Context: an optimization exercise on an open-source flow, tuned for small area. The choices shown serve that exercise and are no tape-out recipe.
RTL that was checked went through simulation tests only; none was proved equivalent to the original.
The RTL of run 1 was laid out without a check of its function.
No activity file was given, so power comes from the tool's default toggle rates.

<file path="design/flow/flow/run.sh">
#!/bin/bash
# Own layout flow: the standard ORFS flow with an area-oriented
# combinational mapping in synthesis (my_synth.tcl, area.abc) and the
# smallest buffer on the ports. Each tool's output goes to a log file here.
set -euo pipefail
W=$(pwd)
F=$W/flow
ORFS=(-C "$FLOW_HOME" DESIGN_CONFIG="$FLOW_CONFIG" WORK_HOME="$W/orfs" CLKGATE_MAP_FILE= SYNTH_SCRIPT="$F/my_synth.tcl")

MY_ABC_SCRIPT="$F/area.abc" make "${ORFS[@]}" synth > "$W/synth.log" 2>&1
make "${ORFS[@]}" BUFFER_PORTS_ARGS="-buffer_cell sky130_fd_sc_hd__buf_1" CTS_ARGS="-sink_clustering_enable -repair_clock_nets -sink_clustering_size 10 -sink_clustering_max_diameter 40 -buf_list sky130_fd_sc_hd__clkbuf_4 -dont_use_dummy_load" finish > "$W/layout.log" 2>&1

R="$W/orfs/results/$FLOW_PLATFORM/miniCalc/base"
: # left out here: write the final layout as DEF
</file>
<file path="design/flow/flow/area.abc">
strash
dch -f
amap
</file>
<file path="design/flow/flow/my_synth.tcl">
# The standard flow's synthesis script (ORFS synth.tcl, then flattened and renamed as the
# standard synthesis does), with two changes to the combinational mapping only:
# extract_fa looks for full adders alone (its half adders end up as plain AND
# gates), and abc runs area.abc, an area-oriented mapping, instead of ORFS's
# script. Registers are mapped exactly as in the standard synthesis.
proc synth {args} { yosys synth -nofsm -noshare {*}$args }
proc extract_fa {args} { yosys extract_fa -fa }
proc abc {args} {
  set i [lsearch -exact $args -script]
  if { $i >= 0 } { lset args [expr { $i + 1 }] $::env(MY_ABC_SCRIPT) }
  yosys abc {*}$args
}
source $::env(SCRIPTS_DIR)/synth.tcl
# left out here: clear keep_hierarchy, flatten, clean up, hide names made inside functions, write 1_2_yosys.v
</file>
<file path="design/flow/standard.sh">
#!/bin/bash
# synth_recipe.tcl (not shown) runs the flow's synth.tcl, then flattens the netlist and writes it again
# the make line also repeats each setting of config.mk as NAME=value (left out here)
make -C /OpenROAD-flow-scripts/flow DESIGN_CONFIG=/design/flow/config.mk WORK_HOME=/design/flow/orfs CLKGATE_MAP_FILE= SYNTH_SCRIPT=/design/flow/synth_recipe.tcl "${@:-finish}"
</file>
<file path="design/flow/config.mk">
export PLATFORM = sky130hd
export DESIGN_NAME = miniCalc
export DESIGN_NICKNAME = miniCalc
export VERILOG_FILES = /design/flow/design.v
export SDC_FILE = /design/flow/constraint.sdc
export NUM_CORES = 4
export LEC_CHECK = 0
export CAP_MARGIN = 20
export CORE_MARGIN = 2
export CORE_UTILIZATION = 80
export PLACE_DENSITY = 0.9
export SLEW_MARGIN = 20
</file>
<file path="design/flow/constraint.sdc">
create_clock -name core_clock -period 24.0 [get_ports {Clk}]
set_input_delay 4.8000 -clock core_clock [delete_from_list [all_inputs] [get_ports {Clk}]]
set_output_delay 4.8000 -clock core_clock [all_outputs]
set_load 0.01 [all_outputs]
</file>
<file path="design/flow/design.v">
`timescale 1ns/1ps
`default_nettype none
module segmentDecoder
(
    input  wire [3:0] digit,
    input  wire       blank,
    output logic [6:0] segments
);
    wire a = digit[3], b = digit[2], c = digit[1], d = digit[0];
    always_comb
    begin
        segments[6] = a | c | (b & d) | (!b & !d);
        segments[5] = !b | (c & d) | (!c & !d);
        segments[4] = b | !c | d;
        segments[3] = a | (!b & !d) | (c & !d) | (!b & c) | (b & !c & d);
        segments[2] = (!b & !d) | (c & !d);
        segments[1] = a | (!c & !d) | (b & !c) | (b & !d);
        segments[0] = a | (b & !c) | (!b & c) | (c & !d);
        if (blank)
            segments = 7'b0000000;
    end
endmodule
`default_nettype wire
`timescale 1ns/1ps
`default_nettype none
module miniCalc
(
    input  wire       Clk,
    input  wire       rst,
    input  wire [7:0] switch,
    input  wire       btnPushLow,
    input  wire       btnPushHi,
    input  wire       btnExecute,
    input  wire       btnOutputHi,
    output wire [7:0] led,
    output wire [6:0] disp3,
    output wire [6:0] disp2,
    output wire [6:0] disp1,
    output wire [6:0] disp0
);
    localparam logic [3:0] OpRefresh = 4'b0000;
    localparam logic [3:0] OpPushL   = 4'b0001;
    localparam logic [3:0] OpPushH   = 4'b0010;
    localparam logic [3:0] OpPop     = 4'b0011;
    localparam logic [3:0] OpCopy    = 4'b0100;
    localparam logic [3:0] OpSwap    = 4'b0101;
    localparam logic [3:0] OpAdd     = 4'b1000;
    localparam logic [3:0] OpSub     = 4'b1001;
    localparam logic [3:0] OpMul     = 4'b1010;
    localparam logic [2:0] StIdle = 3'd0;
    localparam logic [2:0] StPend = 3'd1;
    localparam logic [2:0] StWX   = 3'd2;    
    localparam logic [2:0] StWA1  = 3'd3;    
    localparam logic [2:0] StWA2  = 3'd4;    
    localparam logic [2:0] StWT   = 3'd5;    
    logic [4:0]       q;
    logic [2:0]       stage;
    logic [3:0]       op;
    logic [3:0]       n;
    logic             err;
    logic             prevHi;
    logic [6:0][31:0] W;
    logic [31:0]      X;
    logic [31:0]      A;
    logic [15:0]      D;
    wire [3:0] k     = q[3:0];
    wire       h     = q[4];
    wire       kLast = (k == 4'd15);
    wire qLast = (q == 5'd31);
    wire inWX  = (stage == StWX);
    wire inWA1 = (stage == StWA1);
    wire inWA2 = (stage == StWA2);
    wire inWA  = inWA1 | inWA2;
    wire inWT  = (stage == StWT);
    wire isArith = op[3];
    wire isMul   = (op == OpMul);
    wire inv     = (op == OpSub);
    wire press = btnPushLow | btnPushHi | btnExecute;
    wire start = (stage == StIdle) && (press || (btnOutputHi != prevHi));
    logic [3:0] cmdOp;
    logic [3:0] cmdN;
    logic       cmdFault;
    logic       cmdClear;
    always_comb
    begin
        cmdOp    = OpRefresh;
        cmdN     = n;
        cmdFault = 1'b0;
        cmdClear = 1'b0;
        if (btnPushLow)
        begin
            if (n[3])
                cmdFault = 1'b1;
            else
            begin
                cmdOp = OpPushL;
                cmdN  = n + 4'd1;
            end
        end
        else if (btnPushHi)
        begin
            if (n == 4'd0)
                cmdFault = 1'b1;
            else
                cmdOp = OpPushH;
        end
        else if (btnExecute && btnOutputHi)
        begin
            cmdClear = 1'b1;
            cmdN     = 4'd0;
        end
        else if (btnExecute)
        begin
            case (switch[2:0])
                3'b000, 3'b001, 3'b010:
                begin
                    if (n[3:1] == 3'd0)
                        cmdFault = 1'b1;
                    else
                    begin
                        cmdOp = (switch[1:0] == 2'b00) ? OpAdd :
                                (switch[1:0] == 2'b01) ? OpSub : OpMul;
                    end
                end
                3'b111:
                begin
                    if (n[3:1] == 3'd0)
                        cmdFault = 1'b1;
                    else
                        cmdOp = OpSwap;
                end
                3'b101:
                begin
                    if (n == 4'd0)
                        cmdFault = 1'b1;
                    else
                    begin
                        cmdOp = OpPop;
                    end
                end
                3'b110:
                begin
                    if (n == 4'd0 || n[3])
                        cmdFault = 1'b1;
                    else
                    begin
                        cmdOp = OpCopy;
                        cmdN  = n + 4'd1;
                    end
                end
                default: ;
            endcase
        end
    end
    always_ff @(posedge Clk)
    begin
        prevHi <= btnOutputHi;
        if (start)
            op <= cmdOp;
        if (rst)
        begin
            q     <= 5'd0;
            stage <= StIdle;
            n     <= 4'd0;
            err   <= 1'b0;
        end
        else
        begin
            q <= q + 5'd1;
            case (stage)
                StIdle:
                    if (start)
                        stage <= cmdOp[3] ? (kLast ? StWA1 : StPend) : (qLast ? StWX : StPend);
                StPend:
                    if (isArith ? kLast : qLast)
                        stage <= isArith ? StWA1 : StWX;
                StWX:  if (qLast) stage <= StIdle;
                StWA1: if (kLast) stage <= StWA2;
                StWA2: if (kLast) stage <= StWT;
                default: if (kLast) stage <= StIdle;
            endcase
            if (start)
                n <= cmdN;
            else if ((inWX & qLast & (op == OpPop)) | (inWA2 & kLast))
                n <= n - 4'd1;
            if (start)
            begin
                err <= cmdClear ? 1'b0 : (err | cmdFault);
            end
        end
    end
    logic sA;
    logic sB;
    always_comb
    begin
        sA = 1'b0;
        sB = 1'b0;
        for (int i = 0; i < 7; i++)
            if (n == 4'(i + 2))
            begin
                sA = W[i][31];
                sB = W[i][15];
            end
    end
    wire s  = (inWA1 ^ h) ? sA : sB;
    wire wrRing = inWX && (op == OpPushL || op == OpCopy || op == OpSwap);
    always_ff @(posedge Clk)
    begin
        for (int i = 0; i < 7; i++)
        begin
            if (wrRing && n == 4'(i + 2))
                W[i] <= {W[i][30:0], X[31]};
            else
                W[i] <= {W[i][30:0], W[i][31]};
        end
    end
    wire top8 = q[4] & q[3];
    logic in0;
    always_comb
    begin
        case (op)
            OpPop, OpSwap: in0 = sA;
            OpPushL:       in0 = top8 & A[7];
            OpPushH:       in0 = top8 ? A[7] : X[23];
            default:       in0 = X[31];
        endcase
    end
    wire resHi = A[31] ^ inv;
    wire resLo = A[15] ^ inv;
    always_ff @(posedge Clk)
    begin
        if (inWX | inWT)
            X <= {X[30:16], inWT ? resHi : X[15], X[14:0], inWT ? resLo : in0};
    end
    wire c0    = inWA & !isMul & (s ^ inv);
    wire e1    = inWA & (isMul ? s : (inWA2 & kLast));
    wire [31:0] addA = {A[30:0], c0};
    wire [31:0] addB = X & {32{e1}};
    logic [31:0] sum;
    logic [32:0] cy;
    always_comb
    begin
        cy[0] = 1'b0;
        for (int i = 0; i < 32; i++)
        begin
            sum[i]   = addA[i] ^ addB[i] ^ cy[i];
            cy[i+1]  = (addA[i] & addB[i]) | (cy[i] & (addA[i] ^ addB[i]));
        end
    end
    wire aLoad = start & (btnPushLow | btnPushHi);
    wire aEn   = inWA | inWT | (inWX & top8 & (op == OpPushL || op == OpPushH));
    always_ff @(posedge Clk)
    begin
        A[31:8] <= sum[31:8];
        if (aLoad)
            A[7:0] <= switch;
        else if (aEn)
            A[7:0] <= sum[7:0];
    end
    wire dispWin = (inWX & (h ^ btnOutputHi)) | inWT;
    wire dBit    = inWT ? (btnOutputHi ? resHi : resLo) : in0;
    function automatic logic [3:0] add3(input logic [3:0] d);
        add3[3] = d[3] | (d[2] & d[0]) | (d[2] & d[1]);
        add3[2] = (d[3] & d[0]) | (d[2] & !d[1] & !d[0]);
        add3[1] = (d[3] & !d[0]) | (!d[2] & d[1]) | (d[1] & d[0]);
        add3[0] = (d[3] & !d[0]) | (!d[3] & !d[2] & d[0]) | (d[2] & d[1] & !d[0]);
    endfunction
    logic [15:0] dNext;
    always_comb
    begin
        logic [15:0] t;
        t = (k == 4'd0) ? 16'd0 : D;
        for (int d = 0; d < 4; d++)
            t[4*d +: 4] = add3(t[4*d +: 4]);
        dNext = {t[14:0], dBit};
    end
    always_ff @(posedge Clk)
    begin
        if (dispWin)
            D <= dNext;
    end
    wire blank = (n == 4'd0);
    assign led = {err, 3'b000, n};
    segmentDecoder u_seg3 (.digit(D[15:12]), .blank(blank), .segments(disp3));
    segmentDecoder u_seg2 (.digit(D[11:8]),  .blank(blank), .segments(disp2));
    segmentDecoder u_seg1 (.digit(D[7:4]),   .blank(blank), .segments(disp1));
    segmentDecoder u_seg0 (.digit(D[3:0]),   .blank(blank), .segments(disp0));
endmodule
`default_nettype wire
</file>
==> impl_metrics.toml, run 1 <==
[run_status]
outcome = "no timing/DRC/antenna violations"

[layout]
drive_above_1_share_pct = 5.55
final_net_count = 893
final_util_pct = 87.0
syn2layout_area_growth_pct = 7.11
seqCellArea_um2 = 7050
multi_input_area_um2 = 2370
fillers = 526

[sta]
worstMarginPinSlew_ps = 952
min_period_ps = 15170
max_slew_margin_pct = 35.9
fin_crit_sh_pct = 63.2
setup_viol = 0
totalNegativeSetupSlack_ps = 0
slew_violations = 0
timing.final.hold_violations = 0
skew_ps = 74.0
fin_hold_ws_ps = 274
setup_ws_ps = 8830
max_freq_ghz = 0.0659
rsz0062_at_grt = "false"

[worst_setup_path]
crit_top_cell = "fa_1"
arrival_ps = 15670
startpoint_type = "flip-flop"
crit_slowest_cell = "dfxtp_1"
reg2reg_depth = 51
crit_type = "flip-flop to flip-flop"
cp.required_ps = 24510
slowest_delay_ps = 590
cp-end-kind = "flip-flop"
path_max_fanout = 32

[clock_tree]
htreeDepth = 2
cts_resized = 0
cts_root_buf = "clkbuf_4"
clk_latency_ps = 660
cts_made_buffers = 39
cts_tree = "built"
clk_path_buf_depth = 3
postCtsSetupBuffers = 0
cts_sinks = 322
clkSlewWorstSetupHoldPaths_ps = 120
postCtsHoldBufs = 0

[synth]
synth-edff-count = 60
syn_inst = 758
syn_area_per_cell_um2 = 12.8
async_reset_ff_share_pct = 0
synth_cell_types = 38
synth.cell_area_um2 = 9680
synth.yosys.seq_area_share_pct = 72.8
yosysWarnings = 2
synth_flop_cell = "dfxtp_1"
ys_seq_elements = 322

[global_route]
antenna_found_initial = 1
grt.overflow.total = 0
grt_pass1_vias = 6208
grt_use_total_pct = 31.4
grt_start_max_net_pins = 33
grt_pass1_wl_mm = 31.2

[power_and_ir_drop]
p_leak_nw = 3.85
peakVddDrop_uv = 84.9
powerDensity_nw_per_um2 = 116

[routing]
drc = 0
wl_mm = 19.1
ant_nets = 0
routedWlPerCell_um = 19.1
drtIter0Drc = 656
via_per_inst = 6.01
num_vias = 5982
dr.pass1.iters = 6

[floorplanning]
io_pins = 50
die-area_um2 = 13000
core_um2 = 11900
start_util_pct = 81.2
die_height_um = 114
rows = 40
fp.dieW_um = 114

[hold_path]
hold_depth = 0
hp-class = "flip-flop to flip-flop"

[placed_design]
gp_congestion = 0.879
place.detailed.hpwl_mm = 13.1
io_buffers = 46
place_ws_ps = 9110

[flow_run]
cap_violations = 0
sequential cells by signal, indices dropped and copies added (netlist names):
register and count:
q 5, op 4, prevHi 1, W 224, A 32, err 1, stage 3, X 32
n 4, D 16
final cells by class:
class / instances / share of cell area (%)
flip-flops and latches: 322 / 68.0
multi-input cells: 368 / 22.9
clock buffers: 39 / 2.83
inverters: 66 / 2.39
repair buffers: 52 / 2.10
well taps: 147 / 1.77
diodes: 2 / 0.0483
worst max-delay path, delay by kind of cell, from the launching register on:
kind                       cells  cell delay [ps]
adders and majority gates     30            11300
AOI/OAI and AO/OA              9             1390
buffers and inverters          6             1020
and+or+nand+nor                6              730
DFF                            1              590
stage by stage:
step                cell area, um^2  power [mW]  cells
finish                        10400        1.20    996
global route                  10400        1.26    996
CTS                           10400        1.19    994
detailed placement            10100       0.969    955
global placement              10100       0.945    955
floorplan                      9680       0.862    760
metal layers:
layer  GRT usage (%)  vias up  routed length [um]
met5               0        -                   0
met4            13.7        0                 683
met3            6.27       77                1340
met2            54.4      327                9700
met1            38.6     2828                7350
li1                -     2750                   -
logic make-up (layout without fill, tap and decap cells):
kind of cell	after synthesis	in the layout	share of synthesized area (%)
buf+inv	70	157	2.87
flops	322	322	72.8
other cells	1	5	0.0388
simple gates	204	204	9.35
fa+ha+maj	30	30	6.21
compound gates	131	131	8.70
cell usage after synthesis, types with 4 or more instances:
library cell	n	area share, %
o221ai_1	8	0.72
buf_4	4	0.31
nor3_1	13	0.67
fa_1	30	6.2
o32ai_1	4	0.36
o22ai_1	7	0.45
nor4_1	7	0.45
a21oi_1	36	1.9
nand4_1	4	0.26
a221oi_1	4	0.36
nand2_1	46	1.8
nor2b_1	28	1.8
o21ai_0	26	1.3
clkinv_1	66	2.6
dfxtp_1	262	54
a211oi_1	6	0.47
edfxtp_1	60	19
nand3_1	9	0.47
nor2_1	92	3.6
o22a_1	4	0.36
a31oi_1	16	1.0
final timing paths:
kind / from / to / slack, ps
worst min-delay path: W[41] / W[42] / 270
worst max-delay path: n[3] / A[31] / 8830
worst max register to register: n[3] / A[31] / 8830
worst min register to register: W[41] / W[42] / 270
report_power, final:
part	internal [mW]	switching, mW	total (mW)	leakage [nW]
clock	0.0753	0.154	0.229	0.179
sequential	0.625	0.0473	0.672	2.68
combinational	0.0956	0.201	0.296	0.991
layout by cell type, fill, tap and decap left out, types with 4 or more instances in the layout:
cell type	instances
clkinv_1	66
a221oi_1	4
o22a_1	4
nor2b_1	28
buf_4	6
dfxtp_1	262
clkbuf_4	39
nand4_1	4
o21ai_0	24
nand3_1	9
o221ai_1	7
a211oi_1	6
o22ai_1	7
nand2_1	46
nor2_1	92
o32ai_1	4
nor4_1	7
a31oi_1	16
buf_1	46
edfxtp_1	60
a21oi_1	36
fa_1	30
nor3_1	12
==> run 2, diff against run 1 <==
--- a/design/flow/design.v
+++ b/design/flow/design.v
@@ -59,7 +59,7 @@
     logic [3:0]       n;
     logic             err;
     logic             prevHi;
-    logic [6:0][31:0] W;
+    logic [31:0]      W [7];
     logic [31:0]      X;
     logic [31:0]      A;
     logic [15:0]      D;
@@ -189,31 +189,21 @@
             end
         end
     end
-    logic sA;
-    logic sB;
-    always_comb
-    begin
-        sA = 1'b0;
-        sB = 1'b0;
-        for (int i = 0; i < 7; i++)
-            if (n == 4'(i + 2))
-            begin
-                sA = W[i][31];
-                sB = W[i][15];
-            end
-    end
+    wire wrRing = inWX && (op == OpPushL || op == OpCopy || op == OpSwap);
+    logic [6:0] sel;
+    logic [6:0] tapA;
+    logic [6:0] tapB;
+    for (genvar i = 0; i < 7; i++)
+    begin : g_ring
+        assign sel[i]  = (n == 4'(i + 2));
+        assign tapA[i] = W[i][31];
+        assign tapB[i] = W[i][15];
+        always_ff @(posedge Clk)
+            W[i] <= {W[i][30:0], (wrRing && sel[i]) ? X[31] : W[i][31]};
+    end
+    wire sA = |(sel & tapA);
+    wire sB = |(sel & tapB);
     wire s  = (inWA1 ^ h) ? sA : sB;
-    wire wrRing = inWX && (op == OpPushL || op == OpCopy || op == OpSwap);
-    always_ff @(posedge Clk)
-    begin
-        for (int i = 0; i < 7; i++)
-        begin
-            if (wrRing && n == 4'(i + 2))
-                W[i] <= {W[i][30:0], X[31]};
-            else
-                W[i] <= {W[i][30:0], W[i][31]};
-        end
-    end
     wire top8 = q[4] & q[3];
     logic in0;
     always_comb
==> design/flow/flow/run.sh (replaced) <==
#!/bin/bash
# Own layout flow: the standard ORFS flow with an area-oriented
# combinational mapping in synthesis (my_synth.tcl, area.abc) and the
# smallest buffer on the ports. Each tool's output goes to a log file here.
set -euo pipefail
W=$(pwd)
F=$W/flow
ORFS=(-C "$FLOW_HOME" DESIGN_CONFIG="$FLOW_CONFIG" WORK_HOME="$W/orfs" CLKGATE_MAP_FILE= SYNTH_SCRIPT="$F/my_synth.tcl")

MY_ABC_SCRIPT="$F/area.abc" make "${ORFS[@]}" synth > "$W/synth.log" 2>&1
make "${ORFS[@]}" BUFFER_PORTS_ARGS="-buffer_cell sky130_fd_sc_hd__buf_1" CTS_ARGS="-sink_clustering_enable -repair_clock_nets -sink_clustering_size 14 -sink_clustering_max_diameter 50 -buf_list {sky130_fd_sc_hd__clkbuf_4 sky130_fd_sc_hd__clkbuf_8} -dont_use_dummy_load" finish > "$W/layout.log" 2>&1

R="$W/orfs/results/$FLOW_PLATFORM/miniCalc/base"
: # left out here: write the final layout as DEF
--- a/design/flow/config.mk
+++ b/design/flow/config.mk
@@ -7,6 +7,6 @@
 export LEC_CHECK = 0
 export CAP_MARGIN = 20
 export CORE_MARGIN = 2
-export CORE_UTILIZATION = 80
-export PLACE_DENSITY = 0.9
+export CORE_UTILIZATION = 75
+export PLACE_DENSITY = 0.85
 export SLEW_MARGIN = 20
==> run 2 against run 1 <==
  * Worst hold slack improved by 31 ps
  * Power is 1.3% higher
  * Critical path depth shrank 5
  * Sequential share of layout area shrank 0.75 points
  * Via count decreased by 3.0%
  * Global-route usage shrank 5.0 points
  * Utilization fell by 4.0 points
  * Highest routed layer is now met5
==> impl_metrics.toml, run 2 <==
[routing]
routedWlPerCell_um = 17.7
dr.pass1.iters = 5
num_vias = 5804
ant_nets = 0
via_per_inst = 5.75
wl_mm = 17.9
drtIter0Drc = 382
drc = 0

[power_and_ir_drop]
p_leak_nw = 3.86
peakVddDrop_uv = 66.7
p_sw_share_pct = 32.4
powerDensity_nw_per_um2 = 116
clock_power_share_pct = 20.7
combinationalPowerShare_pct = 24.1
power_switching_uw = 392
p_int_uw = 820
seq_power_share_pct = 55.3

[sta]
fin_crit_sh_pct = 62.8
setup_ws_ps = 8930
rsz0062_at_grt = "false"
max_slew_margin_pct = 42.2
setup_viol = 0
max_freq_ghz = 0.0663
timing.final.hold_violations = 0
slew_violations = 0
min_period_ps = 15070
totalNegativeSetupSlack_ps = 0
worstMarginPinSlew_ps = 858
skew_ps = 28.7

[worst_setup_path]
startpoint_type = "flip-flop"
r2r_start = "n[3]"
cp-end-kind = "flip-flop"
path_delay_family = "adder cells"
crit_top_cell = "fa_1"
slowest_delay_ps = 660
crit_slowest_cell = "a2111oi_0"
path_max_fanout = 32
crit_type = "flip-flop to flip-flop"
path_buf_inv = 6
arrival_ps = 15550
cp.required_ps = 24470
cp-startpoint = "n[3]"

[clock_tree]
htreeDepth = 1
cts_resized = 0
postCtsHoldBufs = 0
postCtsSetupBuffers = 0
cts_tree = "built"
cts_sinks = 322
clkSlewWorstSetupHoldPaths_ps = 80
cts_root_buf = "clkbuf_8"
cts_made_buffers = 27
clk_latency_ps = 550
clk_path_buf_depth = 3

[placed_design]
place.detailed.hpwl_mm = 12.4
placedCellCount = 982
gp_congestion = 0.935
io_buffers = 46
place_ws_ps = 9150

[synth]
synth_top_family_by_area = "simple AND/OR/NAND/NOR gates"
syn_inst = 760
synthAdderAreaFrac_pct = 6.21
synth_xor_area_share_pct = 0
yosysMostFrequentCell = "dfxtp_1"
synth_top_cells_by_count = "262 x dfxtp_1, 98 x nor2_1, 65 x clkinv_1"
synth_mux_area_share_pct = 0
synth-edff-count = 60
yosysWarnings = 3
async_reset_ff_share_pct = 0
yosysTopAreaCellShare_pct = 54.2
synth.yosys.seq_area_share_pct = 72.8
yosys.area_share.simple_pct = 10.0
synth_cell_types = 42
synth.cell_area_um2 = 9680
synth_area_leaders = "dfxtp_1 54%, edfxtp_1 19%, fa_1 6.2%, nor2_1 3.8%, clkinv_1 2.5%"
ys_seq_elements = 322
synth-compound-area-share_pct = 8.08
synth_flop_cell = "dfxtp_1"
syn_area_per_cell_um2 = 12.7
post-synth-top-area-cell = "dfxtp_1"

[floorplanning]
die-area_um2 = 13800
io_pins = 50
die_height_um = 118
rows = 41
fp.dieW_um = 118
start_util_pct = 76.7
core_um2 = 12600

[global_route]
grt_start_max_net_pins = 33
antenna_found_initial = 1
grt_pass1_vias = 5787
grt.overflow.total = 0
grt_pass1_wl_mm = 28.9
grt_use_total_pct = 26.4

[layout]
fillers = 669
largest_reg_flops = 224
antenna_cells = 0
seqCellArea_um2 = 7050
drive_above_1_share_pct = 4.30
layout_common_cells = "262 x dfxtp_1, 97 x nor2_1, 65 x clkinv_1"
largest-register = "W"
mostFrequentLayoutCell = "dfxtp_1"
syn2layout_area_growth_pct = 8.27
final_util_pct = 83.0
fin_cells = 1009
final_net_count = 883
reg_top3 = "W: 224 flops, A: 32 flops, X: 32 flops"
multi_input_area_um2 = 2380

[hold_path]
hp-class = "flip-flop to flip-flop"
min_from = "W[0][7]"

[run_status]
outcome = "no timing/DRC/antenna violations"

[flow_run]
cap_violations = 0
-- run 2: cell types whose count changed after synthesis, sizes merged, moves of 4 or more --
cell / change
o21ai: -7
nor2: +6
nand2: -5
o22ai: +5
nand3: +4
-- run 2: worst register-to-register path, delay by kind of cell, from the launching register on --
kind	cells	cell delay, ps
fa+ha+maj	30	11240
compound gates	6	1710
buf+inv	6	1000
simple gates	4	510
flops	1	550
-- run 2: path summary, 6_finish.rpt --
check             endpoint  slack [ps]  cells after the start
setup reg to reg     A[31]        8930                     46
hold / removal     W[0][8]         310                      0
hold reg to reg    W[0][8]         310                      0
setup / recovery     A[31]        8930                     46
-- run 2: area by class of cell --
cell class | count | area share, %
multi-input combinational | 371 | 22.7
tap | 172 | 2.05
clock buffer | 27 | 3.55
sequential | 322 | 67.2
inverter | 65 | 2.33
timing repair buffer | 52 | 2.11
-- run 2: routing by layer --
layer | vias to the layer above | GRT usage [%] | part of all wire, %
met4 | 2 | 8.66 | 3.0
met3 | 50 | 4.65 | 6.0
met5 | - | 0 | 0.073
met1 | 2784 | 34.9 | 41
met2 | 258 | 44.9 | 50
li1 | 2710 | - | -
-- run 2: stage by stage --
stage          power (mW)  hold slack [ps]  instance area [um^2]
6_report             1.21              305                 10500
4_1_cts              1.22              306                 10500
2_1_floorplan       0.859              310                  9690
3_5_place_dp        0.967              312                 10100
5_1_grt              1.27              305                 10500
3_3_place_gp        0.945              310                 10100
-- run 2: cells by family (layout without fill, tap and decap cells) --
| logic type | count (synthesis) | after routing |
|---|---|---|
| DFF | 322 | 322 |
| AOI/OAI and AO/OA | 123 | 123 |
| buffers and inverters | 69 | 144 |
| and+or+nand+nor | 215 | 215 |
| adders and majority gates | 30 | 30 |
| other | 1 | 3 |
-- run 2: power by group through the flow --
stage | logic (mW) | clock network, mW | registers, mW
detailed placement | 0.286 | 0 | 0.681
floorplan | 0.190 | 0 | 0.670
global placement | 0.267 | 0 | 0.678
global route | 0.322 | 0.274 | 0.678
finish | 0.292 | 0.251 | 0.670
CTS | 0.288 | 0.257 | 0.670
==> run 3, diff against run 2 <==
==> design/flow/flow/run.sh (replaced) <==
#!/bin/bash
# Own layout flow: the standard ORFS flow with an area-oriented
# combinational mapping in synthesis (my_synth.tcl, area.abc) and the
# smallest buffer on the ports. Each tool's output goes to a log file here.
set -euo pipefail
W=$(pwd)
F=$W/flow
ORFS=(-C "$FLOW_HOME" DESIGN_CONFIG="$FLOW_CONFIG" WORK_HOME="$W/orfs" CLKGATE_MAP_FILE= SYNTH_SCRIPT="$F/my_synth.tcl")

MY_ABC_SCRIPT="$F/area.abc" make "${ORFS[@]}" synth > "$W/synth.log" 2>&1
make "${ORFS[@]}" BUFFER_PORTS_ARGS="-buffer_cell sky130_fd_sc_hd__buf_1" CTS_ARGS="-sink_clustering_enable -repair_clock_nets -sink_clustering_size 11 -sink_clustering_max_diameter 45 -buf_list sky130_fd_sc_hd__clkbuf_4 -dont_use_dummy_load" finish > "$W/layout.log" 2>&1

R="$W/orfs/results/$FLOW_PLATFORM/miniCalc/base"
: # left out here: write the final layout as DEF
--- a/design/flow/config.mk
+++ b/design/flow/config.mk
@@ -5,8 +5,8 @@
 export SDC_FILE = /design/flow/constraint.sdc
 export NUM_CORES = 4
 export LEC_CHECK = 0
-export CAP_MARGIN = 20
+export CAP_MARGIN = 0
 export CORE_MARGIN = 2
 export CORE_UTILIZATION = 75
 export PLACE_DENSITY = 0.85
-export SLEW_MARGIN = 20
+export SLEW_MARGIN = 0
==> run 3 against run 2 <==
  * Still clean
  * Critical path depth is the same
  * Sequential share of layout area is 0.78 points higher
  * Cell count grew 0.69%
  * Critical endpoint unchanged
==> impl_metrics.toml, run 3 <==
[sta]
totalNegativeSetupSlack_ps = 0
worstMarginPinSlew_ps = 1350
fin_crit_sh_pct = 63.5
setup_ws_ps = 8770
timing.final.hold_violations = 0
min_period_ps = 15230
slew_violations = 0
skew_ps = 59.4
max_slew_margin_pct = 10.1
max_freq_ghz = 0.0657
setup_viol = 0
rsz0062_at_grt = "false"

[power_and_ir_drop]
finalPower_mw = 1.18
peakVddDrop_uv = 78.6
powerDensity_nw_per_um2 = 114
p_leak_nw = 3.82

[clock_tree]
cts_root_buf = "clkbuf_4"
cts_made_buffers = 35
clkSlewWorstSetupHoldPaths_ps = 110
clk_latency_ps = 600
clk_path_buf_depth = 3
htreeDepth = 2
postCtsSetupBuffers = 0
cts_resized = 0
cts_tree = "built"
cts_sinks = 322
postCtsHoldBufs = 0

[placed_design]
place_ws_ps = 9120
place.detailed.hpwl_mm = 12.8
gp_congestion = 0.935
io_buffers = 46
place_area_um2 = 10100

[worst_setup_path]
crit_type = "flip-flop to flip-flop"
cp-end-kind = "flip-flop"
slowest_delay_ps = 600
crit_slowest_cell = "a2111oi_0"
arrival_ps = 15740
startpoint_type = "flip-flop"
crit_top_cell = "fa_1"
cp.required_ps = 24510
path_max_fanout = 32

[synth]
ys_seq_elements = 322
post-synth-top-area-cell = "dfxtp_1"
syn_area_per_cell_um2 = 12.7
synth.yosys.seq_area_share_pct = 72.8
yosysMostFrequentCell = "dfxtp_1"
synth.cell_area_um2 = 9680
synth_cell_types = 42
yosysWarnings = 3
yosysTopAreaCellShare_pct = 54.2
syn_inst = 760
synth_top_cells_by_count = "262 x dfxtp_1, 98 x nor2_1, 65 x clkinv_1"
synth_flop_cell = "dfxtp_1"
synth_area_leaders = "dfxtp_1 54%, edfxtp_1 19%, fa_1 6.2%, nor2_1 3.8%, clkinv_1 2.5%"
async_reset_ff_share_pct = 0
synth-edff-count = 60

[layout]
final_area_um2 = 10400
antenna_cells = 0
final_net_count = 890
layout_common_cells = "262 x dfxtp_1, 97 x nor2_1, 65 x clkinv_1"
drive_above_1_share_pct = 5.09
reg_top3 = "W: 224 flops, A: 32 flops, X: 32 flops"
mostFrequentLayoutCell = "dfxtp_1"
largest_reg_flops = 224
largest-register = "W"
syn2layout_area_growth_pct = 7.03

[floorplanning]
rows = 41
fp.dieW_um = 118
die_height_um = 118
die-area_um2 = 13800
core_um2 = 12600
io_pins = 50
start_util_pct = 76.7

[global_route]
use_met3_pct = 5.33
grt_start_max_net_pins = 33
grt.overflow.total = 0
grt.busiest_layer = "met2"
grtUsageMet1_pct = 35.0
grt_pass1_wl_mm = 29.8
antenna_found_initial = 0
grt_util_met2_pct = 46.1
grt_pass1_vias = 5997
grt_use_total_pct = 27.6

[routing]
dr.pass1.iters = 6
drtIter0Drc = 471
routedWlPerCell_um = 18.4
wl_mm = 18.7
drc = 0
ant_nets = 0
num_vias = 5879
via_per_inst = 5.79

[hold_path]
hp-class = "flip-flop to flip-flop"

[flow_run]
cap_violations = 0

[run_status]
outcome = "no timing/DRC/antenna violations"
[run 3: cell count changes in the layout (fill, tap and decap cells not counted), sizes merged]
cell,delta
clkbuf,+8
buf,-1
[run 3: path summary, 6_finish.rpt]
| check | start | end | slack [ps] | cells after the start |
|---|---|---|---|---|
| max | n[3] | A[31] | 8770 | 46 |
| min | W[4][18] | W[4][19] | 310 | 0 |
| max reg2reg | n[3] | A[31] | 8770 | 46 |
| min reg2reg | W[4][18] | W[4][19] | 310 | 0 |
[run 3: area by class of cell]
class	instances	area (um^2)
clock buffers	35	263
fillers	707	2260
inverters	65	244
multi-input cells	371	2380
flip-flops and latches	322	7050
well taps	172	215
repair buffers	51	210
[run 3: logic make-up (layout without fill, tap and decap cells)]
kind of cell,after synthesis,count (layout),share of synthesized area (%)
buffers and inverters,69,151,2.83
AOI/OAI and AO/OA,123,123,8.08
and+or+nand+nor,215,215,10.0
adders and majority gates,30,30,6.21
DFF,322,322,72.8
other,1,3,0.0387
[run 3: where the power goes]
part	total, mW	switching, mW	leakage (nW)	internal [mW]
clock network	0.219	0.151	0.161	0.0679
registers	0.671	0.0463	2.68	0.624
logic	0.293	0.200	0.978	0.0931
total	1.18	0.397	3.82	0.785
[run 3: through the flow]
stage               utilization [%]  hold WS, ps  std cells
floorplan                         -          310        762
global placement               80.0          310        981
detailed placement             80.0          312        981
CTS                            82.1          301       1016
global route                   82.1          303       1016
finish                         82.1          306       1016
[run 3: metal layers]
layer  share of wire [%]  wire (um)  vias up
met5                   0          0        -
met4                 4.3        806        0
met3                 6.0       1120       65
met2                  50       9250      291
met1                  40       7470     2790
li1                    -          -     2733
[run 3: worst max-delay path, delay by kind of cell (launching register included)]
family          cells  cell delay (ps)
compound gates      6             1730
fa+ha+maj          30            11280
buf+inv             6             1000
flops               1              580
simple gates        4              530
==> run 4, diff against run 3 <==
--- a/design/flow/config.mk
+++ b/design/flow/config.mk
@@ -5,8 +5,8 @@
 export SDC_FILE = /design/flow/constraint.sdc
 export NUM_CORES = 4
 export LEC_CHECK = 0
-export CAP_MARGIN = 0
+export CAP_MARGIN = 20
 export CORE_MARGIN = 2
 export CORE_UTILIZATION = 75
 export PLACE_DENSITY = 0.85
-export SLEW_MARGIN = 0
+export SLEW_MARGIN = 20
==> run 4 against run 3 <==
  * Maximum frequency increased by 0.64%
  * First-iteration DRC count shrank 20%
  * Sequential share of layout area shrank 0.090 points
  * Clock skew down 23 ps
  * Count of clock-buffer cells in the layout unchanged
  * Worst hold slack improved by 21 ps
  * Wire length decreased by 4.9%
==> impl_metrics.toml, run 4 <==
[run_status]
outcome = "no timing/DRC/antenna violations"

[floorplanning]
start_util_pct = 76.7
core_um2 = 12600
die-area_um2 = 13800
io_pins = 50
die_height_um = 118
fp.dieW_um = 118
rows = 41

[power_and_ir_drop]
powerDensity_nw_per_um2 = 113
p_leak_nw = 3.82
peakVddDrop_uv = 87.6

[placed_design]
gp_congestion = 0.935
place.detailed.hpwl_mm = 12.4
io_buffers = 46
place_ws_ps = 9150

[synth]
synth_cell_types = 42
synth_top_cells_by_count = "262 x dfxtp_1, 98 x nor2_1, 65 x clkinv_1"
syn_area_per_cell_um2 = 12.7
yosysWarnings = 3
post-synth-top-area-cell = "dfxtp_1"
async_reset_ff_share_pct = 0
yosysTopAreaCellShare_pct = 54.2
synth.cell_area_um2 = 9680
synth_flop_cell = "dfxtp_1"
synth.yosys.seq_area_share_pct = 72.8
ys_seq_elements = 322
syn_inst = 760
synth-edff-count = 60
synth_area_leaders = "dfxtp_1 54%, edfxtp_1 19%, fa_1 6.2%, nor2_1 3.8%, clkinv_1 2.5%"
yosysMostFrequentCell = "dfxtp_1"

[sta]
skew_ps = 36.2
worstMarginPinSlew_ps = 877
min_period_ps = 15130
totalNegativeSetupSlack_ps = 0
max_slew_margin_pct = 40.9
setup_ws_ps = 8870
max_freq_ghz = 0.0661
fin_crit_sh_pct = 63.0
setup_viol = 0
rsz0062_at_grt = "false"
timing.final.hold_violations = 0
slew_violations = 0

[routing]
ant_nets = 0
met2_length_mm = 8.91
drc = 0
wl_mm = 17.7
routedWlPerCell_um = 17.4
wl_met1_mm = 7.38
route.met3.wl_mm = 1.07
num_vias = 5794
top_layer = "met4"
via_per_inst = 5.69
drtIter0Drc = 379
dr.pass1.iters = 6

[worst_setup_path]
path_buf_inv = 6
crit_type = "flip-flop to flip-flop"
startpoint_type = "flip-flop"
path_max_fanout = 32
arrival_ps = 15660
path_delay_family = "adder cells"
crit_top_cell = "fa_1"
cp.required_ps = 24530
r2r_setup_slack_ps = 8870
slowest_delay_ps = 680
crit_slowest_cell = "a2111oi_0"
cp-end-kind = "flip-flop"

[layout]
largest_reg_flops = 224
seqCellArea_um2 = 7050
syn2layout_area_growth_pct = 7.17
final_net_count = 891
layout_common_cells = "262 x dfxtp_1, 97 x nor2_1, 65 x clkinv_1"
mostFrequentLayoutCell = "dfxtp_1"
fillers = 701
multi_input_area_um2 = 2380
reg_top3 = "W: 224 flops, A: 32 flops, X: 32 flops"
largest-register = "W"
drive_above_1_share_pct = 5.21

[global_route]
grt.overflow.total = 0
grt_start_max_net_pins = 33
grt_pass1_vias = 5800
grt_use_total_pct = 26.3
antenna_found_initial = 0
grt_pass1_wl_mm = 28.7

[clock_tree]
cts_root_buf = "clkbuf_4"
clkSlewWorstSetupHoldPaths_ps = 110
cts_sinks = 322
clk_latency_ps = 610
cts_tree = "built"
postCtsHoldBufs = 0
postCtsSetupBuffers = 0
cts_resized = 0
clk_path_buf_depth = 3
htreeDepth = 2
cts_made_buffers = 35

[hold_path]
hp-class = "flip-flop to flip-flop"

[flow_run]
cap_violations = 0
[run 4: path summary, 6_finish.rpt]
kind	startpoint	endpoint	depth (start not counted)
worst min-delay path	W[6][28]	W[6][29]	0
worst min register to register	W[6][28]	W[6][29]	0
worst max-delay path	n[3]	A[31]	46
worst max register to register	n[3]	A[31]	46
[run 4: cell type report]
type / count / share of cell area (%)
multi-input combinational: 371 / 22.9
antenna: 1 / 0.0241
clock buffer: 35 / 2.53
timing repair buffer: 52 / 2.14
tap: 172 / 2.07
inverter: 65 / 2.35
sequential: 322 / 67.9
[run 4: routing by layer]
metal	track usage, %	vias to the layer above
li1	-	2738
met1	34.4	2785
met2	45.2	230
met3	4.94	41
met4	8.43	0
met5	0	-
[run 4: cells by family after synthesis]
group           after synthesis  synth area share [%]
buf+inv                      69                  2.83
flops                       322                  72.8
simple gates                215                  10.0
compound gates              123                  8.08
other cells                   1                0.0387
fa+ha+maj                    30                  6.21
[run 4: through the flow]
stage / util [%] / area (um^2) / power [mW] / hold WS (ps) / cells
2_1_floorplan: - / 9690 / 0.859 / 310 / 762
3_3_place_gp: 80.0 / 10100 / 0.945 / 310 / 981
3_5_place_dp: 80.1 / 10100 / 0.967 / 312 / 982
4_1_cts: 82.2 / 10400 / 1.18 / 314 / 1017
5_1_grt: 82.2 / 10400 / 1.24 / 308 / 1017
6_report: 82.2 / 10400 / 1.18 / 326 / 1018
[run 4: report_power, final]
group | internal, mW | switching, mW
logic | 0.0952 | 0.196
registers | 0.624 | 0.0450
clock network | 0.0679 | 0.147
total | 0.787 | 0.389
==> run 5, diff against run 4 <==
--- a/design/flow/flow/run.sh
+++ b/design/flow/flow/run.sh
@@ -1,6 +1,7 @@
 #!/bin/bash
 # Own layout flow: the standard ORFS flow with an area-oriented
-# combinational mapping in synthesis (my_synth.tcl, area.abc) and the
+# combinational mapping in synthesis (my_synth.tcl; area.abc: ABC deepsyn
+# resynthesis, then area mapping) and the
 # smallest buffer on the ports. Each tool's output goes to a log file here.
 set -euo pipefail
 W=$(pwd)
==> design/flow/flow/area.abc (replaced) <==
strash
&get -n
&deepsyn -J 2000 -T 300
&put
dch -f
amap
==> run 5 against run 4 <==
  * Still clean
  * Non-clock buffer count down 2
  * First-iteration DRC count down 2.6%
  * Flip-flop and latch count unchanged
  * Count of clock-buffer cells in the layout unchanged
  * Combinational power down 86%
  * Synthesized cell count down 5.5%
  * Critical path type unchanged
  * Critical endpoint unchanged
==> impl_metrics.toml, run 5 <==
[run_status]
outcome = "no timing/DRC/antenna violations"

[layout]
seqCellArea_um2 = 7050
reg_top3 = "W: 224 flops, A: 32 flops, X: 32 flops"
antenna_cells = 0
final_net_count = 847
drive_above_1_share_pct = 5.12
layout_common_cells = "262 x dfxtp_1, 98 x nor2_1, 61 x clkinv_1"
multi_input_area_um2 = 2180
syn2layout_area_growth_pct = 7.20
fin_cells = 973
fillers = 689
final_area_um2 = 10100
final_util_pct = 81.3
largest-register = "W"
largest_reg_flops = 224
mostFrequentLayoutCell = "dfxtp_1"

[worst_setup_path]
crit_type = "flip-flop to flip-flop"
startpoint_type = "flip-flop"
path_delay_family = "adder cells"
crit_slowest_cell = "dfxtp_1"
path_buf_inv = 7
crit_top_cell = "fa_1"
cp.required_ps = 24560
slowest_delay_ps = 510
cp-end-kind = "flip-flop"
path_max_fanout = 32
arrival_ps = 15410

[sta]
min_period_ps = 14850
setup_viol = 0
slew_violations = 0
worstMarginPinSlew_ps = 974
max_slew_margin_pct = 34.2
fin_crit_sh_pct = 61.9
totalNegativeSetupSlack_ps = 0
max_freq_ghz = 0.0673
rsz0062_at_grt = "false"
timing.final.hold_violations = 0
skew_ps = 62.5

[synth]
synth_flop_cell = "dfxtp_1"
synth_area_leaders = "dfxtp_1 55%, edfxtp_1 19%, fa_1 6.4%, nor2_1 3.9%, clkinv_1 2.4%"
post-synth-top-area-cell = "dfxtp_1"
yosysTopAreaCellShare_pct = 55.5
synth-edff-count = 60
async_reset_ff_share_pct = 0
yosysMostFrequentCell = "dfxtp_1"
synth_top_cells_by_count = "262 x dfxtp_1, 98 x nor2_1, 61 x clkinv_1"
yosysWarnings = 3
ys_seq_elements = 322
synth_cell_types = 37
syn_area_per_cell_um2 = 13.2
synth.cell_area_um2 = 9460
syn_inst = 718
synth.yosys.seq_area_share_pct = 74.5

[power_and_ir_drop]
powerDensity_nw_per_um2 = 80.6
p_leak_nw = 3.78
peakVddDrop_uv = 59.0

[routing]
drtIter0Drc = 369
ant_nets = 0
num_vias = 5307
dr.pass1.iters = 6
drc = 0
routedWlPerCell_um = 16.0
via_per_inst = 5.45
wl_mm = 15.5

[clock_tree]
htreeDepth = 2
clk_latency_ps = 630
cts_resized = 0
clk_path_buf_depth = 3
clkSlewWorstSetupHoldPaths_ps = 110
postCtsSetupBuffers = 0
cts_tree = "built"
cts_root_buf = "clkbuf_4"
postCtsHoldBufs = 0
cts_sinks = 322
cts_made_buffers = 35

[flow_run]
cap_violations = 0

[global_route]
grt_pass1_vias = 5364
grt.overflow.total = 0
grt_pass1_wl_mm = 25.2
grt_start_max_net_pins = 33
grt_use_total_pct = 24.3
antenna_found_initial = 0

[floorplanning]
die-area_um2 = 13500
fp.dieW_um = 116
die_height_um = 116
io_pins = 50
core_um2 = 12500
rows = 41
start_util_pct = 75.9

[hold_path]
hp-class = "flip-flop to flip-flop"

[placed_design]
io_buffers = 46
place.detailed.hpwl_mm = 11.0
gp_congestion = 0.893
placedCellCount = 938
place_area_um2 = 9870
==> run 5: worst paths after layout <==
| check | from | endpoint | slack [ps] | cells after the start |
|---|---|---|---|---|
| max | n[0] | A[31] | 9150 | 49 |
| min | W[3][12] | W[3][13] | 310 | 0 |
| max reg2reg | n[0] | A[31] | 9150 | 49 |
| min reg2reg | W[3][12] | W[3][13] | 310 | 0 |
==> run 5: metal layers <==
metal | share of wire, % | global-route usage, % | vias up | wire, um
met4 | 2.6 | 9.92 | 0 | 408
met2 | 48 | 40.7 | 216 | 7460
met1 | 43 | 31.6 | 2498 | 6710
met5 | 0 | 0 | - | 0
li1 | - | - | 2552 | -
met3 | 6.1 | 4.88 | 41 | 950
==> run 5: kinds of logic after synthesis <==
family                     after synthesis  synth area share [%]
buffers and inverters                   65                  2.74
DFF                                    322                  74.5
AOI/OAI and AO/OA                      111                  7.24
adders and majority gates               30                  6.35
and+or+nand+nor                        189                  9.12
other                                    1                0.0397
==> run 5: area by class of cell <==
cell class,count,share of cell area (%)
inverter,61,2.26
tap,172,2.12
clock buffer,35,2.59
multi-input combinational,333,21.5
sequential,322,69.5
timing repair buffer,50,2.00
==> run 5: power breakdown <==
part           internal (mW)  switching, mW
sequential             0.555        0.00493
clock                 0.0679          0.148
combinational         0.0139         0.0271
==> run 5: metrics by stage <==
stage                     power [mW]  setup WS (ps)  hold slack (ps)
final                          0.817           9150              314
after floorplan                0.597           9440              310
after global routing           0.851           8370              314
after global placement         0.610           9850              310
after CTS                      0.822           9310              315
after detailed placement       0.613           9300              312
==> run 6, diff against run 5 <==
--- a/design/flow/config.mk
+++ b/design/flow/config.mk
@@ -5,8 +5,8 @@
 export SDC_FILE = /design/flow/constraint.sdc
 export NUM_CORES = 4
 export LEC_CHECK = 0
-export CAP_MARGIN = 20
+export CAP_MARGIN = 0
 export CORE_MARGIN = 2
 export CORE_UTILIZATION = 75
 export PLACE_DENSITY = 0.85
-export SLEW_MARGIN = 20
+export SLEW_MARGIN = 0
==> run 6 against run 5 <==
  * First-iteration DRC count is 1.6% lower
  * Global-route usage is 0.35 points lower
  * Combinational power hardly changed
  * Cell area hardly changed
  * Clock power hardly changed
  * Power is 0.17% higher
  * Utilization hardly changed
  * Via count is 0.17% lower
  * Wire length is 0.29% lower
  * Worst hold slack worse by 45 ps
  * Largest cell class unchanged
==> impl_metrics.toml, run 6 <==
[layout]
drive_above_1_share_pct = 5.24
fillers = 701
reg_top3 = "W: 224 flops, A: 32 flops, X: 32 flops"
largest_reg_flops = 224
layout_common_cells = "262 x dfxtp_1, 98 x nor2_1, 61 x clkinv_1"
final_net_count = 848
mostFrequentLayoutCell = "dfxtp_1"
seqCellArea_um2 = 7050
multi_input_area_um2 = 2170
largest-register = "W"
syn2layout_area_growth_pct = 7.18
final_util_pct = 81.3
antenna_cells = 0

[floorplanning]
start_util_pct = 75.9
die_height_um = 116
fp.dieW_um = 116
io_pins = 50
rows = 41
core_um2 = 12500
die-area_um2 = 13500

[placed_design]
place.detailed.hpwl_mm = 11.0
gp_congestion = 0.893
io_buffers = 46

[routing]
dr.pass1.iters = 5
ant_nets = 0
num_vias = 5298
routedWlPerCell_um = 15.9
drtIter0Drc = 363
drc = 0
wl_mm = 15.5
via_per_inst = 5.44

[clock_tree]
htreeDepth = 2
cts_made_buffers = 36
clk_latency_ps = 620
clk_path_buf_depth = 3
cts_root_buf = "clkbuf_4"
cts_resized = 0
clkSlewWorstSetupHoldPaths_ps = 120
postCtsHoldBufs = 0
cts_sinks = 322
postCtsSetupBuffers = 0
cts_tree = "built"

[power_and_ir_drop]
powerDensity_nw_per_um2 = 80.7
peakVddDrop_uv = 60.2
finalPower_uw = 818
p_leak_nw = 3.78

[worst_setup_path]
cp-end-kind = "flip-flop"
crit_slowest_cell = "dfxtp_1"
path_max_fanout = 32
arrival_ps = 15420
crit_top_cell = "fa_1"
startpoint_type = "flip-flop"
crit_type = "flip-flop to flip-flop"
cp.required_ps = 24540
slowest_delay_ps = 510
reg2reg_depth = 49

[synth]
synth.yosys.seq_area_share_pct = 74.5
synth_cell_types = 37
ys_seq_elements = 322
syn_area_per_cell_um2 = 13.2
syn_inst = 718
yosysTopAreaCellShare_pct = 55.5
synth_flop_cell = "dfxtp_1"
synth.cell_area_um2 = 9460
synth-edff-count = 60
async_reset_ff_share_pct = 0
synth_area_leaders = "dfxtp_1 55%, edfxtp_1 19%, fa_1 6.4%, nor2_1 3.9%, clkinv_1 2.4%"
yosysMostFrequentCell = "dfxtp_1"
synth_top_cells_by_count = "262 x dfxtp_1, 98 x nor2_1, 61 x clkinv_1"
yosysWarnings = 3
post-synth-top-area-cell = "dfxtp_1"

[hold_path]
hp-class = "flip-flop to flip-flop"
hold_depth = 0

[sta]
max_freq_ghz = 0.0672
fin_hold_ws_ps = 269
timing.final.hold_violations = 0
totalNegativeSetupSlack_ps = 0
setup_viol = 0
rsz0062_at_grt = "false"
max_slew_margin_pct = 19.0
slew_violations = 0
worstMarginPinSlew_ps = 1200
fin_crit_sh_pct = 62.0
min_period_ps = 14880
skew_ps = 57.8

[global_route]
grt.overflow.total = 0
grt_pass1_vias = 5325
grt_start_max_net_pins = 33
antenna_found_initial = 0
grt_use_total_pct = 24.0
grt_pass1_wl_mm = 24.8

[flow_run]
cap_violations = 0

[run_status]
outcome = "no timing/DRC/antenna violations"
-- run 6: cell counts after synthesis --
No cell type changed its count.
-- run 6: final timing paths --
check	startpoint	slack [ps]	end
worst max-delay path	n[0]	9120	A[31]
worst max register to register	n[0]	9120	A[31]
worst min register to register	W[2][25]	270	W[2][26]
worst min-delay path	W[2][25]	270	W[2][26]
-- run 6: cell type report --
class	instances	area share [%]
multi-input combinational	333	21.4
sequential	322	69.5
inverter	61	2.26
timing repair buffer	50	2.00
tap	172	2.12
clock buffer	36	2.67
-- run 6: cell families after synthesis --
family	after synthesis	share of synthesized area, %
DFF	322	74.5
buffers and inverters	65	2.74
and+or+nand+nor	189	9.12
adders and majority gates	30	6.35
other	1	0.0397
AOI/OAI and AO/OA	111	7.24
-- run 6: critical path: cells and delay by family, from the launching register on --
kind,cells,cell delay (ps)
fa+ha+maj,30,11260
flops,1,510
buf+inv,7,1050
compound gates,7,1350
simple gates,5,610
-- run 6: metal layers --
layer | global-route usage, % | wire length (um) | vias up
met1 | 30.9 | 6530 | 2481
met5 | 0 | 0 | -
met3 | 5.24 | 1040 | 46
met2 | 39.5 | 7430 | 217
met4 | 10.9 | 489 | 0
li1 | - | - | 2554
-- run 6: power breakdown --
part / leakage [nW] / internal (mW) / switching, mW
registers: 2.67 / 0.555 / 0.00483
logic: 0.944 / 0.0138 / 0.0270
clock network: 0.166 / 0.0697 / 0.148
-- run 6: through the flow --
step / area, um^2 / worst slack [ps] / instances
after floorplan: 9460 / 9440 / 720
after global placement: 9870 / 9850 / 938
after detailed placement: 9870 / 9290 / 938
after CTS: 10100 / 9210 / 974
after global routing: 10100 / 8270 / 974
final: 10100 / 9120 / 974
==> run 7, diff against run 6 <==
==> design/flow/flow/run.sh (replaced) <==
#!/bin/bash
# Own layout flow: the standard ORFS flow with an area-oriented
# combinational mapping in synthesis (my_synth.tcl, area.abc) and the
# smallest buffer on the ports. Each tool's output goes to a log file here.
set -euo pipefail
W=$(pwd)
F=$W/flow
ORFS=(-C "$FLOW_HOME" DESIGN_CONFIG="$FLOW_CONFIG" WORK_HOME="$W/orfs" CLKGATE_MAP_FILE= SYNTH_SCRIPT="$F/my_synth.tcl")

MY_ABC_SCRIPT="$F/area.abc" make "${ORFS[@]}" synth > "$W/synth.log" 2>&1
make "${ORFS[@]}" BUFFER_PORTS_ARGS="-buffer_cell sky130_fd_sc_hd__buf_1" CTS_ARGS="-sink_clustering_enable -repair_clock_nets -sink_clustering_size 11 -sink_clustering_max_diameter 38 -buf_list sky130_fd_sc_hd__clkbuf_4 -dont_use_dummy_load" finish > "$W/layout.log" 2>&1

R="$W/orfs/results/$FLOW_PLATFORM/miniCalc/base"
: # left out here: write the final layout as DEF
==> design/flow/flow/area.abc (replaced) <==
strash
dch -f
amap
==> run 7 against run 6 <==
  * Still clean
  * Count of clock-buffer cells in the layout increased by 2
  * Critical path depth decreased by 3
  * Maximum frequency down 2.7%
  * First-iteration DRC count grew 41%
  * Global-route usage is 4.8 points higher
  * Critical path type unchanged
  * Largest power group unchanged
==> impl_metrics.toml, run 7 <==
[synth]
async_reset_ff_share_pct = 0
synth_cell_types = 42
syn_area_per_cell_um2 = 12.7
post-synth-top-area-cell = "dfxtp_1"
synth_area_leaders = "dfxtp_1 54%, edfxtp_1 19%, fa_1 6.2%, nor2_1 3.8%, clkinv_1 2.5%"
synth_flop_cell = "dfxtp_1"
yosysTopAreaCellShare_pct = 54.2
yosysWarnings = 3
synth.yosys.seq_area_share_pct = 72.8
syn_inst = 760
synth.cell_area_um2 = 9680
synth_top_cells_by_count = "262 x dfxtp_1, 98 x nor2_1, 65 x clkinv_1"
synth-edff-count = 60
ys_seq_elements = 322
yosysMostFrequentCell = "dfxtp_1"

[power_and_ir_drop]
seq_power_share_pct = 56.0
clock_power_share_pct = 19.0
peakVddDrop_uv = 84.6
power_switching_uw = 404
p_leak_nw = 3.84
combinationalPowerShare_pct = 25.0
p_int_uw = 796
powerDensity_nw_per_um2 = 115
p_sw_share_pct = 33.7

[routing]
drc = 0
routedWlPerCell_um = 18.9
drtIter0Drc = 511
num_vias = 5941
via_per_inst = 5.82
ant_nets = 0
dr.pass1.iters = 5
wl_mm = 19.3

[placed_design]
io_buffers = 46
place.detailed.hpwl_mm = 12.8
place_area_um2 = 10100
gp_congestion = 0.935

[flow_run]
cap_violations = 0

[sta]
slew_violations = 0
max_slew_margin_pct = 45.7
rsz0062_at_grt = "false"
fin_hold_ws_ps = 252
totalNegativeSetupSlack_ps = 0
setup_viol = 0
max_freq_ghz = 0.0654
timing.final.hold_violations = 0
min_period_ps = 15300
fin_crit_sh_pct = 63.7
worstMarginPinSlew_ps = 794
skew_ps = 76.5

[worst_setup_path]
slowest_delay_ps = 620
arrival_ps = 15810
startpoint_type = "flip-flop"
crit_slowest_cell = "a2111oi_0"
cp.required_ps = 24510
crit_top_cell = "fa_1"
cp-end-kind = "flip-flop"
path_max_fanout = 32
crit_type = "flip-flop to flip-flop"

[clock_tree]
cts_tree = "built"
cts_root_buf = "clkbuf_4"
cts_resized = 0
postCtsSetupBuffers = 0
postCtsHoldBufs = 0
clk_path_buf_depth = 3
htreeDepth = 2
clkSlewWorstSetupHoldPaths_ps = 100
clk_latency_ps = 630
cts_sinks = 322
cts_made_buffers = 38

[layout]
antenna_cells = 0
final_net_count = 894
drive_above_1_share_pct = 5.54
fillers = 678
seqCellArea_um2 = 7050
mostFrequentLayoutCell = "dfxtp_1"
final_area_um2 = 10400
multi_input_area_um2 = 2380
reg_top3 = "W: 224 flops, A: 32 flops, X: 32 flops"
syn2layout_area_growth_pct = 7.42
largest-register = "W"
largest_reg_flops = 224
layout_common_cells = "262 x dfxtp_1, 97 x nor2_1, 65 x clkinv_1"

[run_status]
outcome = "no timing/DRC/antenna violations"

[hold_path]
hp-class = "flip-flop to flip-flop"

[global_route]
grt_pass1_vias = 6172
grt.overflow.total = 0
grt_use_total_pct = 28.8
antenna_found_initial = 0
grt_pass1_wl_mm = 31.0
grt_start_max_net_pins = 33

[floorplanning]
fp.dieW_um = 118
start_util_pct = 76.7
core_um2 = 12600
die-area_um2 = 13800
io_pins = 50
die_height_um = 118
rows = 41
==> run 7: worst paths after layout <==
path	slack, ps	startpoint	depth (start not counted)	end
min reg2reg	250	W[4][18]	0	W[4][19]
max	8700	n[3]	46	A[31]
max reg2reg	8700	n[3]	46	A[31]
min	250	W[4][18]	0	W[4][19]
==> run 7: power groups by stage <==
stage | Clock, mW | Sequential [mW] | Combinational, mW
final | 0.228 | 0.672 | 0.300
after global routing | 0.252 | 0.680 | 0.327
after detailed placement | 0 | 0.681 | 0.285
after CTS | 0.232 | 0.671 | 0.291
after global placement | 0 | 0.678 | 0.267
after floorplan | 0 | 0.670 | 0.190
==> run 7: worst max-delay path, delay by kind of cell (launching register included) <==
family / cells / cell delay, ps
flip-flops: 1 / 600
buffers and inverters: 6 / 1000
AND/OR/NAND/NOR: 4 / 490
adder cells (fa/ha/maj): 30 / 11400
AO/OA/AOI/OAI: 6 / 1700
==> run 7: cell type report <==
cell class	count	share of cell area, %
Tap cell	172	2.07
Sequential cell	322	67.8
Clock buffer	38	2.74
Inverter	65	2.35
Multi-Input combinational cell	371	22.9
Timing Repair Buffer	52	2.17
==> run 7: kinds of logic after synthesis <==
group / after synthesis / share of synthesized area [%]
AND/OR/NAND/NOR: 215 / 10.0
other: 1 / 0.0387
flip-flops: 322 / 72.8
AO/OA/AOI/OAI: 123 / 8.08
adder cells (fa/ha/maj): 30 / 6.21
buffers and inverters: 69 / 2.83
==> run 7: per-layer routing <==
metal | routed length [um] | track usage (%) | vias to the layer above
met5 | 0 | 0 | -
met4 | 1010 | 15.7 | 0
met3 | 1230 | 5.77 | 90
met2 | 9490 | 47.7 | 298
met1 | 7530 | 36.1 | 2816
li1 | - | - | 2737
==> run 7: through the flow <==
step | power [mW] | setup WS, ps | cells | utilization [%]
6_report | 1.20 | 8700 | 1020 | 82.4
5_1_grt | 1.26 | 8170 | 1020 | 82.4
4_1_cts | 1.19 | 8890 | 1019 | 82.3
3_5_place_dp | 0.966 | 9120 | 981 | 80.0
3_3_place_gp | 0.945 | 9690 | 981 | 80.0
2_1_floorplan | 0.859 | 9500 | 762 | -
==> run 8, diff against run 7 <==
==> design/flow/flow/run.sh (replaced) <==
#!/bin/bash
# Own layout flow: the standard ORFS flow with an area-oriented
# combinational mapping in synthesis (my_synth.tcl, area.abc) and the
# smallest buffer on the ports. Each tool's output goes to a log file here.
set -euo pipefail
W=$(pwd)
F=$W/flow
ORFS=(-C "$FLOW_HOME" DESIGN_CONFIG="$FLOW_CONFIG" WORK_HOME="$W/orfs" CLKGATE_MAP_FILE= SYNTH_SCRIPT="$F/my_synth.tcl")

MY_ABC_SCRIPT="$F/area.abc" make "${ORFS[@]}" synth > "$W/synth.log" 2>&1
make "${ORFS[@]}" BUFFER_PORTS_ARGS="-buffer_cell sky130_fd_sc_hd__buf_1" CTS_ARGS="-sink_clustering_enable -repair_clock_nets -sink_clustering_size 10 -sink_clustering_max_diameter 40 -buf_list sky130_fd_sc_hd__clkbuf_4 -dont_use_dummy_load" finish > "$W/layout.log" 2>&1

R="$W/orfs/results/$FLOW_PLATFORM/miniCalc/base"
: # left out here: write the final layout as DEF
==> run 8 against run 7 <==
  * Still clean
  * Wire length increased by 0.98%
  * Critical path type unchanged
  * Cell area is essentially flat
  * Via count is 2.1% higher
  * Largest cell class unchanged
  * Die area is the same
  * Clock skew down 5.3 ps
  * Utilization fell by 0.060 points
  * Highest routed layer unchanged
  * Largest power group unchanged
  * Synthesized area unchanged
  * Flip-flop and latch count did not move
  * Setup slack worse by 77 ps
==> impl_metrics.toml, run 8 <==
[worst_setup_path]
cp-end-kind = "flip-flop"
crit_slowest_cell = "a2111oi_0"
arrival_ps = 15880
startpoint_type = "flip-flop"
slowest_delay_ps = 650
path_max_fanout = 32
crit_top_cell = "fa_1"
cp.required_ps = 24510
crit_type = "flip-flop to flip-flop"

[floorplanning]
die_height_um = 118
fp.dieW_um = 118
io_pins = 50
start_util_pct = 76.7
core_um2 = 12600
die-area_um2 = 13800
rows = 41

[synth]
synth_top_cells_by_count = "262 x dfxtp_1, 98 x nor2_1, 65 x clkinv_1"
post-synth-top-area-cell = "dfxtp_1"
synth_area_leaders = "dfxtp_1 54%, edfxtp_1 19%, fa_1 6.2%, nor2_1 3.8%, clkinv_1 2.5%"
synth_flop_cell = "dfxtp_1"
async_reset_ff_share_pct = 0
yosysMostFrequentCell = "dfxtp_1"
synth_cell_types = 42
yosysWarnings = 3
synth.yosys.seq_area_share_pct = 72.8
synth.cell_area_um2 = 9680
synth-edff-count = 60
syn_area_per_cell_um2 = 12.7
ys_seq_elements = 322
yosysTopAreaCellShare_pct = 54.2
syn_inst = 760

[sta]
timing.final.hold_violations = 0
max_slew_margin_pct = 10.1
setup_ws_ps = 8630
min_period_ps = 15370
fin_crit_sh_pct = 64.1
setup_viol = 0
max_freq_ghz = 0.0650
rsz0062_at_grt = "false"
totalNegativeSetupSlack_ps = 0
skew_ps = 71.2
slew_violations = 0
worstMarginPinSlew_ps = 1350

[power_and_ir_drop]
peakVddDrop_uv = 80.7
powerDensity_nw_per_um2 = 115
p_leak_nw = 3.84

[clock_tree]
postCtsHoldBufs = 0
clk_latency_ps = 630
cts_sinks = 322
htreeDepth = 2
cts_resized = 0
postCtsSetupBuffers = 0
cts_made_buffers = 39
cts_root_buf = "clkbuf_4"
clkSlewWorstSetupHoldPaths_ps = 120
cts_tree = "built"
clk_path_buf_depth = 3

[global_route]
grt_start_max_net_pins = 33
use_met3_pct = 6.59
grtUsageMet1_pct = 36.8
grt_use_total_pct = 29.0
grt.busiest_layer = "met2"
grt_util_met2_pct = 48.7
grt_pass1_wl_mm = 31.1
grt_pass1_vias = 6077
grt.overflow.total = 0
antenna_found_initial = 0

[hold_path]
hp-class = "flip-flop to flip-flop"

[placed_design]
gp_congestion = 0.935
place_ws_ps = 9120
place.detailed.hpwl_mm = 12.8
io_buffers = 46

[layout]
largest-register = "W"
layout_common_cells = "262 x dfxtp_1, 97 x nor2_1, 65 x clkinv_1"
antenna_cells = 0
mostFrequentLayoutCell = "dfxtp_1"
reg_top3 = "W: 224 flops, A: 32 flops, X: 32 flops"
syn2layout_area_growth_pct = 7.34
largest_reg_flops = 224
fillers = 693
final_net_count = 894
drive_above_1_share_pct = 5.54

[routing]
num_vias = 6064
dr.pass1.iters = 5
wl_mm = 19.5
ant_nets = 0
drc = 0
routedWlPerCell_um = 19.1
drtIter0Drc = 554
via_per_inst = 5.95

[flow_run]
cap_violations = 0

[run_status]
outcome = "no timing/DRC/antenna violations"
## run 8: changes by cell type in the layout (fill, tap and decap cells not counted)
cell      previous run  this run
buf_8                1         0
clkbuf_4            38        39
## run 8: path summary, 6_finish.rpt
path                            cells past startpoint  startpoint       end  slack, ps
worst min-delay path                                0    W[6][13]  W[6][14]        280
worst max-delay path                               46        n[3]     A[31]       8630
worst min register to register                      0    W[6][13]  W[6][14]        280
worst max register to register                     46        n[3]     A[31]       8630
## run 8: cell families (layout without fill, tap and decap cells)
kind of cell / count (synthesis) / in the layout / share of synthesized area [%]
other: 1 / 3 / 0.0387
adder cells (fa/ha/maj): 30 / 30 / 6.21
flip-flops: 322 / 322 / 72.8
AND/OR/NAND/NOR: 215 / 215 / 10.0
buffers and inverters: 69 / 155 / 2.83
AO/OA/AOI/OAI: 123 / 123 / 8.08
## run 8: critical path, delay by kind of cell (launching register included)
family,cells,cell delay [ps]
flip-flops,1,560
AO/OA/AOI/OAI,6,1750
buffers and inverters,6,1040
AND/OR/NAND/NOR,4,500
adder cells (fa/ha/maj),30,11440
## run 8: cell type report
type                            count  area [um^2]  share of cell area, %
Clock buffer                       39          293                   2.82
Inverter                           65          244                   2.35
Multi-Input combinational cell    371         2380                   22.9
Sequential cell                   322         7050                   67.8
Tap cell                          172          215                   2.07
Timing Repair Buffer               51          210                   2.02
## run 8: through the flow
stage / cells / utilization, % / cell area [um^2] / power (mW) / hold WS, ps
3_5_place_dp: 981 / 80.0 / 10100 / 0.966 / 312
5_1_grt: 1020 / 82.3 / 10400 / 1.26 / 288
3_3_place_gp: 981 / 80.0 / 10100 / 0.945 / 310
4_1_cts: 1020 / 82.3 / 10400 / 1.20 / 286
2_1_floorplan: 762 / - / 9690 / 0.859 / 310
6_report: 1020 / 82.3 / 10400 / 1.20 / 281
## run 8: power breakdown
| group | total, mW | switching, mW | internal, mW |
|---|---|---|---|
| registers | 0.673 | 0.0481 | 0.624 |
| clock network | 0.231 | 0.156 | 0.0754 |
| logic | 0.295 | 0.202 | 0.0938 |
## run 8: layer usage
metal | share of wire (%) | vias up
li1 | - | 2741
met1 | 39 | 2894
met2 | 50 | 349
met3 | 7.2 | 80
met4 | 4.2 | 0
met5 | 0 | -

==> afterwards: timing with drivers on the ports <==
No port has a modelled driver above. Below, the same layouts with a new extraction and two added sets of constraints. Step 1, drivers: a clkbuf_16 drives Clk and a buf_2 each remaining input, both assumed. Step 2 times the ports against the registers' clock, not the clock port: input delays grow and output delays shrink by t, the midpoint of the rising clock arrivals with the driver on. Slacks: no drivers / after step 1 / after step 2; pairs: no drivers / after step 1.
run	t (ns)	slack for setup (ns)	hold WS [ns]	pins driven straight from the clock port
run 1	0.658	8.832 / 8.832 / 8.832	0.274 / 0.274 / 0.274	1
run 2	0.573	8.925 / 8.925 / 8.925	0.305 / 0.305 / 0.305	1
run 3	0.611	8.771 / 8.771 / 8.771	0.306 / 0.306 / 0.306	1
run 4	0.625	8.868 / 8.868 / 8.868	0.326 / 0.326 / 0.326	1
run 5	0.627	9.150 / 9.150 / 9.150	0.314 / 0.314 / 0.314	1
run 6	0.615	9.120 / 9.120 / 9.120	0.269 / 0.269 / 0.269	1
run 7	0.633	8.704 / 8.704 / 8.704	0.252 / 0.252 / 0.252	1
run 8	0.635	8.627 / 8.627 / 8.627	0.281 / 0.281 / 0.281	1
After both steps setup and hold are still met in every run listed.
